Background: an optimization exercise with open tools, aiming at small area and a short achievable clock period. Do not read the settings as production practice. Where RTL was checked, it was by simulation tests only, not by an equivalence proof against the original. Power figures rest on the tool's default switching activity, not on a simulated workload.

// wt_mul_top
module wt_mul_top (
  input  logic        clk,
  input  logic        rst_n,
  input  logic        in_valid,
  input  logic [23:0] a,
  input  logic [23:0] b,
  output logic        out_valid,
  output logic [47:0] product
);
export LEC_CHECK = 0
export ABC_AREA = 1
export CAP_MARGIN = 20
export CORE_MARGIN = 2
export CORE_UTILIZATION = 65
export CTS_BUF_LIST = sky130_fd_sc_hd__clkbuf_8
export PLACE_DENSITY = 0.75
export SETUP_SLACK_MARGIN = 0.8
export SLEW_MARGIN = 20
create_clock -name core_clock -period 3.0 [get_ports {clk}]
standard.sh (not shown) runs the stock make flow with config.mk's settings and CLKGATE_MAP_FILE= SYNTH_SCRIPT=/design/flow/synth_recipe.tcl, a recipe that flattens the netlist after the stock synthesis.
==> flow/flow/run.sh <==
#!/bin/bash
# Own flow: the standard synthesis; then netopt.py removes inverters from the netlist by
# flipping full adders (self-dual) and swapping xor2/xnor2 (no flip-flop is touched);
# then the standard layout, with buf_2 as the port buffer.
set -euo pipefail
R=orfs/results/${FLOW_PLATFORM}/wt_mul_top/base
bash standard.sh synth > synth.log 2>&1
cp "$R/1_2_yosys.v" netlist_standard.v
python3 flow/netopt.py netlist_standard.v netlist_opt.v > netopt.log 2>&1
cp netlist_opt.v "$R/1_2_yosys.v"
touch "$R/1_2_yosys.v"
export BUFFER_PORTS_ARGS="-buffer_cell sky130_fd_sc_hd__buf_2"
bash standard.sh finish > layout.log 2>&1
Other scripts of this flow, unchanged in this note and not shown: flow/flow/netopt.py
Edit:
--- a/flow/config.mk
+++ b/flow/config.mk
@@ -12 +11,0 @@
-export CTS_BUF_LIST = sky130_fd_sc_hd__clkbuf_8
@@ -14 +13 @@
-export SETUP_SLACK_MARGIN = 0.8
+export SETUP_SLACK_MARGIN = 0.9
Result: Sequential share of layout area came out higher by 0.21 points. Setup slack improves by 0.092 ns. Core utilization came out higher by 0.63 points. Maximum frequency came out higher by a few percent. Clock skew came out lower by 0.018 ns. Cell area came out higher slightly. Routed wire length came out higher slightly.

---

Another version of the RTL of wt_mul_top (not shown whole).
Size in the first run: roughly 2800 cells after synthesis, about 410 flip-flops, roughly 100 I/O pins, about 0.025 mm^2 of cells after synthesis.
clock: 3.0 ns
lec_check: 0
abc_area: 1
cap_margin: 20
core_margin: 2
core_utilization: 40
setup_slack_margin: 0.75
slew_margin: 20
run.sh (not shown) runs the stock make flow with config.mk's settings and CLKGATE_MAP_FILE= SYNTH_SCRIPT=/design/flow/synth_recipe.tcl, a recipe that flattens the netlist after the stock synthesis.
Stock flow here: none of the scripts above is used.
The baseline passed the timing, DRC and antenna checks.
Edit:
Settings changed: SETUP_SLACK_MARGIN 0.75 to unset.
The changed run produced a clean layout; global-route usage falls by 0.16 points; area after synthesis does not change; critical path depth falls by 1; die area is unchanged; setup slack gets worse by 0.20 ns.
Function was not checked in any run of this note: the RTL went through the layout flow alone.

---

Setup of build 2:
wt_mul_top, a different RTL version from the one above (not shown whole).
Size in the first run: ~2700 cells after synthesis, roughly 390 flip-flops, roughly 100 I/O pins.
clock: 3.0 ns
lec_check: 0
abc_area: 1
cap_margin: 20
core_margin: 2
core_utilization: 40
setup_slack_margin: 0.5
slew_margin: 20
### build 2 -> build 7
- clearing SETUP_SLACK_MARGIN, which used to be 0.5
- clearing ABC_AREA, which used to be 1
==> comparison <==
Est. power | build 7 vs build 2 | build 7 lower
Relative to build 2, the via count measured on build 7 has decreased by more than 10%.
Build 7 finished every stage and its layout cleared the timing, DRC and antenna checks.
Compared with build 2, build 7 shows highest clock rate that has gone down by more than 10%.
#### Input delta (build 69 over build 7)
- putting ABC_AREA at 1 where nothing was set
Build 69 went all the way through synthesis, placement and routing and the layout is clean on timing, DRC and antenna. Build 7 vs build 69, global routing's busiest layer: met1 vs met2. Clock network area share essentially unchanged between build 7 and build 69. Re sequential-to-total area share from yosys stat: build 69 is 1.9 points down on build 7. Initial standard-cell utilization of the core in build 69 is 0.25 points lower than in build 7. Looking at end of the critical path, the p1[41]$_DFF_P_ result is from build 69; the product[47]$_DFF_P_ one comes from build 7.

---

RTL: one of the versions met above, not the one the previous note started from.
For scale: ~2800 cells after synthesis, ~450 flip-flops, roughly 100 I/O pins, roughly 26000 sq um of cells after synthesis.
Settings: LEC_CHECK=0, ABC_AREA=1, CAP_MARGIN=20, CORE_MARGIN=2, CORE_UTILIZATION=40, SLEW_MARGIN=20; clock period 3.0 ns.
The first run ran to the end with no violations.
==> next run, changes <==
CORE_UTILIZATION = 65   (was 40)
PLACE_DENSITY = 0.75   (was not set)
SETUP_SLACK_MARGIN = 0.8   (was not set)
After rerunning:
- The changed run completed with no timing, DRC or antenna violations
- non-clock buffer count rises by 11
- clock-buffer cell count shrinks by 7
- cell area decreases by 1.4%

---

wt_mul_top again, from the RTL that the note above started with.
## wt_mul_top
module wt_mul_top (
  input  logic        clk,
  input  logic        rst_n,
  input  logic        in_valid,
  input  logic [23:0] a,
  input  logic [23:0] b,
  output logic        out_valid,
  output logic [47:0] product
);
==> flow/config.mk <==
export PLATFORM = sky130hd
export DESIGN_NAME = wt_mul_top
export DESIGN_NICKNAME = wt_mul_top
export VERILOG_FILES = /design/flow/design.v
export SDC_FILE = /design/flow/constraint.sdc
export NUM_CORES = 4
export LEC_CHECK = 0
export ABC_AREA = 1
export CAP_MARGIN = 0
export CORE_MARGIN = 2
export CORE_UTILIZATION = 65
export PLACE_DENSITY = 0.75
export SETUP_SLACK_MARGIN = 0.9
export SLEW_MARGIN = 0
==> flow/constraint.sdc <==
create_clock -name core_clock -period 3.0 [get_ports {clk}]
set_input_delay 0.6000 -clock core_clock [delete_from_list [all_inputs] [get_ports {clk}]]
set_output_delay 0.6000 -clock core_clock [all_outputs]
set_load 0.01 [all_outputs]
standard.sh (not shown) runs the stock make flow with config.mk's settings and CLKGATE_MAP_FILE= SYNTH_SCRIPT=/design/flow/synth_recipe.tcl, a recipe that flattens the netlist after the stock synthesis.
Scripts as last shown in full above: flow/flow/run.sh
Other scripts of this flow, unchanged in this note and not shown: flow/flow/netopt.py
Change:
Settings changed: CAP_MARGIN 0 to 20, CORE_UTILIZATION 65 to 72, PLACE_DENSITY 0.75 to 0.85, SLEW_MARGIN 0 to 20.
Effect: Routed wire length goes up by 6.3%. Setup slack degrades by 0.036 ns. Hold slack degrades by 0.0091 ns. Clock-buffer cell count stays the same. Area after synthesis is unchanged. Non-clock buffer count is higher by 7. Power went up by 2.9%. Cell area rises by 0.69%. Core utilization rises by 9.1 points. Via count increases by 4.8%. Cell count falls by 1.6%.

[re-timing with driven ports]
In the flow no input, the clock included, has a driving cell. The finished layouts below were timed again as built, in two steps.
Step 1 sets driving cells, clkbuf_16 on the clock port and buf_2 on the other inputs (assumed; they add their load-dependent delay and slew).
Step 2 moves the port delays by t, midway between the first and last clock arrival at a register: inputs arrive t later, outputs are due t later. That takes back most of the time a late clock gives input paths.
Three values: ideal ports, drivers, drivers and shift; two values: the first two.
run | t, ns | setup slack, ns | worst setup path after step 2 | worst data-port slew with drivers (ns)
the first run of note 1 | 0.699 | 0.789 / 0.789 / 0.789 | register to register | 0.04
the second run of note 1 | 0.638 | 0.882 / 0.882 / 0.882 | register to register | 0.04
the first run of note 2 | 0.661 | 0.694 / 0.694 / 0.694 | register to register | 0.05
the second run of note 2 | 0.661 | 0.497 / 0.497 / 0.497 | register to register | 0.05
build 2 | 0.639 | 0.580 / 0.580 / 0.580 | register to register | 0.04
build 7 | 0.637 | 0.167 / 0.167 / 0.167 | register to register | 0.04
build 69 | 0.639 | 0.546 / 0.546 / 0.546 | register to register | 0.04
the first run of note 4 | 0.642 | 0.479 / 0.479 / 0.479 | register to register | 0.05
the second run of note 4 | 0.635 | 0.785 / 0.785 / 0.785 | register to register | 0.06
the first run of note 5 | 0.638 | 0.882 / 0.882 / 0.882 | register to register | 0.04
the second run of note 5 | 0.633 | 0.845 / 0.845 / 0.845 | register to register | 0.07
After both steps every run listed still meets setup and hold.
